What follows belongs to an exercise in optimizing a design on an open flow for small area, a short achievable clock period and few clock cycles per item; a production flow would make more cautious choices. Where RTL was checked, it was by simulation tests only, not by an equivalence proof against the original. Power is estimated from default activity; no workload was simulated.

Design source_line_tokenizer_core, start of the top module:
module source_line_tokenizer_core (
    input  logic        i_clk,
    input  logic        i_rst_n,
    input  logic        i_in_valid,
    output logic        o_in_ready,
    input  logic [8:0]  i_in_data,
    output logic        o_out_valid,
    input  logic        i_out_ready,
    output logic [44:0] o_out_data
);
    localparam logic [1:0] K_LEXEME = 2'd0;
    localparam logic [1:0] K_DONE   = 2'd1;
    localparam logic [1:0] K_ERROR  = 2'd2;
    localparam logic [3:0] TT_IDENT  = 4'd0;
    localparam logic [3:0] TT_INT    = 4'd1;
    localparam logic [3:0] TT_FLOAT  = 4'd2;
    localparam logic [3:0] TT_STRING = 4'd3;
    localparam logic [3:0] TT_OP     = 4'd4;
    localparam logic [3:0] TT_LBRACE = 4'd5;
    localparam logic [3:0] TT_RBRACE = 4'd6;
    localparam logic [3:0] TT_LPAREN = 4'd7;
    localparam logic [3:0] TT_RPAREN = 4'd8;
    localparam logic [3:0] TT_SEMI   = 4'd9;
    localparam logic [1:0] E_BAD_NUMBER = 2'd0;
    localparam logic [1:0] E_BAD_ESCAPE = 2'd1;
    localparam logic [1:0] E_UNCLOSED   = 2'd2;
    localparam logic [1:0] E_UNEXPECTED = 2'd3;
  ...
clock: 7.5 ns
lec_check: 0
abc_area: 1
cap_margin: 20
core_margin: 2
core_utilization: 60
place_density: 0.72
setup_slack_margin: 5
slew_margin: 20
tns_end_percent: 5
standard.sh (not shown) runs the stock make flow with config.mk's settings and CLKGATE_MAP_FILE= SYNTH_SCRIPT=/design/flow/synth_recipe.tcl, a recipe that flattens the netlist after the stock synthesis.
==> flow/flow/run.sh <==
#!/bin/bash
# Standard layout with plain buffers on the ports. Each step's full log
# stays in orfs/logs/; make's output goes to standard.log.
set -euo pipefail
bash standard.sh "BUFFER_PORTS_ARGS=-buffer_cell sky130_fd_sc_hd__buf_2" finish > standard.log 2>&1
Testbench counts at the start, summed over its fixed seeds: cycles 36,164, items 32,063.
Then changed:
--- a/flow/design.v
+++ b/flow/design.v
@@ -32,17 +32,17 @@
     localparam logic [3:0] M_NEG     = 4'd3;
     localparam logic [3:0] M_DBL     = 4'd4;
     localparam logic [3:0] M_STRING  = 4'd5;
     localparam logic [3:0] M_ESCAPE  = 4'd6;
     localparam logic [3:0] M_COMMENT = 4'd7;
     localparam logic [3:0] M_ERROR   = 4'd8;
     localparam logic [3:0] M_CLOSEOP = 4'd9;    
     logic [8:0]  r_h, r_s;
-    logic        r_hv, r_sv;
+    logic        r_hv, r_se;      
     logic [3:0]  r_mode, n_mode;
     logic [15:0] r_line;
     logic [11:0] r_col, r_tstart;
     logic        r_pline;      
     logic [1:0]  r_dots, n_dots;
     logic        r_lastdot, n_lastdot;
     logic        r_ov;
     logic [1:0]  r_kind;
@@ -59,18 +59,18 @@
     logic [3:0]  ty;
     logic [7:0]  byt;
     assign c   = r_h[7:0];
     assign act = r_h[8];
     assign is_space  = (c == 8'd32) || (c == 8'd9) || (c == 8'd12) || (c == 8'd11) || (c == 8'd13);
     assign is_letter = (c >= 8'h61 && c <= 8'h7A) || (c >= 8'h41 && c <= 8'h5A) || (c == 8'h5F);
     assign is_digit  = (c >= 8'h30) && (c <= 8'h39);
     assign close_consume = is_space || (c == 8'h23) || (c == 8'h22);
-    assign o_in_ready  = !r_sv;
-    assign take        = i_in_valid && !r_sv;
+    assign o_in_ready  = r_se;
+    assign take        = i_in_valid && r_se;
     assign o_out_valid = r_ov;
     assign o_out_data  = {r_kind, r_type, r_byte, r_line, r_ocol, r_err, r_last};
     assign triv = !act && !r_pline &&
                   ((r_mode == M_COMMENT) ||
                    (r_mode == M_IDLE && (is_space || c == 8'h23 || c == 8'h22)) ||
                    (r_mode == M_STRING && c == 8'h5C));
     assign go = r_hv && ((r_mode == M_ERROR) || !r_ov || i_out_ready || triv);
     always_comb begin
@@ -212,29 +212,29 @@
                     end
                 end
             endcase
         end
     end
     always_ff @(posedge i_clk) begin
         if (!i_rst_n) begin
             r_hv      <= 1'b0;
-            r_sv      <= 1'b0;
+            r_se      <= 1'b1;
             r_mode    <= M_IDLE;
             r_line    <= 16'd1;
             r_col     <= 12'd1;
             r_pline   <= 1'b0;
             r_ov      <= 1'b0;
         end else begin
             if (go && consume) begin
-                r_hv <= r_sv || take;
-                r_sv <= 1'b0;
+                r_hv <= !r_se || take;
+                r_se <= 1'b1;
             end else if (take) begin
                 r_hv <= 1'b1;
-                r_sv <= r_hv;
+                r_se <= !r_hv;
             end
             if (go && r_mode != M_ERROR) begin
                 r_mode  <= n_mode;
                 r_pline <= consume && act && nl;
                 if (r_pline && r_line != 16'hFFFF) r_line <= r_line + 16'd1;
                 if (consume) begin
                     if (act) r_col <= 12'd1;
                     else if (r_col != 12'hFFF) r_col <= r_col + 12'd1;
@@ -243,28 +243,28 @@
             if (go && r_mode != M_ERROR && rv) begin
                 r_ov <= 1'b1;
             end else if (i_out_ready) begin
                 r_ov <= 1'b0;
             end
         end
     end
     always_ff @(posedge i_clk) begin
-        if (!r_sv) r_s <= i_in_data;
-        if (!r_hv || (go && consume)) r_h <= r_sv ? r_s : i_in_data;
+        if (r_se) r_s <= i_in_data;
+        if (!r_hv || (go && consume)) r_h <= r_se ? i_in_data : r_s;
     end
     always_ff @(posedge i_clk) begin
         if (go && r_mode != M_ERROR) begin
             r_dots    <= n_dots;
             r_lastdot <= n_lastdot;
             if (ts_load) r_tstart <= r_col;
         end
     end
     always_ff @(posedge i_clk) begin
-        if (go && r_mode != M_ERROR && rv) begin
+        if (!r_ov || i_out_ready) begin
             r_kind <= kind;
             r_type <= ty;
             r_byte <= byt;
             r_err  <= err;
             r_last <= consume;
             r_ocol <= csel ? r_tstart : r_col;
         end
     end
Power shrinks by 8.3%.
Die area shrinks by about 1.4%.
Synthesized area shrinks by about 1.5%.
Maximum frequency shrinks by 1.2%.
Cell area shrinks by 1.5%.
First-iteration DRC count shrinks by 13%.
Non-clock buffer count grows by 1.
Cell count shrinks by 2.7%.
Global-route usage shrinks by 2.4 points.
Worst setup slack loses 0.030 ns.
Register-to-register slack gains 0.09 ns.
No functional check of the RTL was part of the second run of this note.

[afterwards: timing with drivers on the ports]
Ports are ideal in the flow. The routed layouts listed here were re-timed in OpenROAD. Step 1 assumes that a clkbuf_16 drives the clock port and a buf_2 every other input. Step 2 also shifts input and output timing later by t, the mid clock arrival at the registers, as if the neighbouring blocks saw the same clock. Three values: ideal ports, drivers, drivers and shift; two values: the first two.
run | shift t [ns] | setup WS [ns] | worst register clock-pin slew, ns | worst data-port slew with drivers (ns)
the first run | 0.399 | 4.969 / 4.933 / 4.646 | 0.11 / 0.11 | 0.03
the second run | 0.405 | 4.939 / 4.942 / 4.546 | 0.11 / 0.11 | 0.03
After both steps setup and hold are still met in every run listed. The setup slack of the second run, which loses most, moves by +0.003 ns with the drivers and by -0.393 ns with both steps.
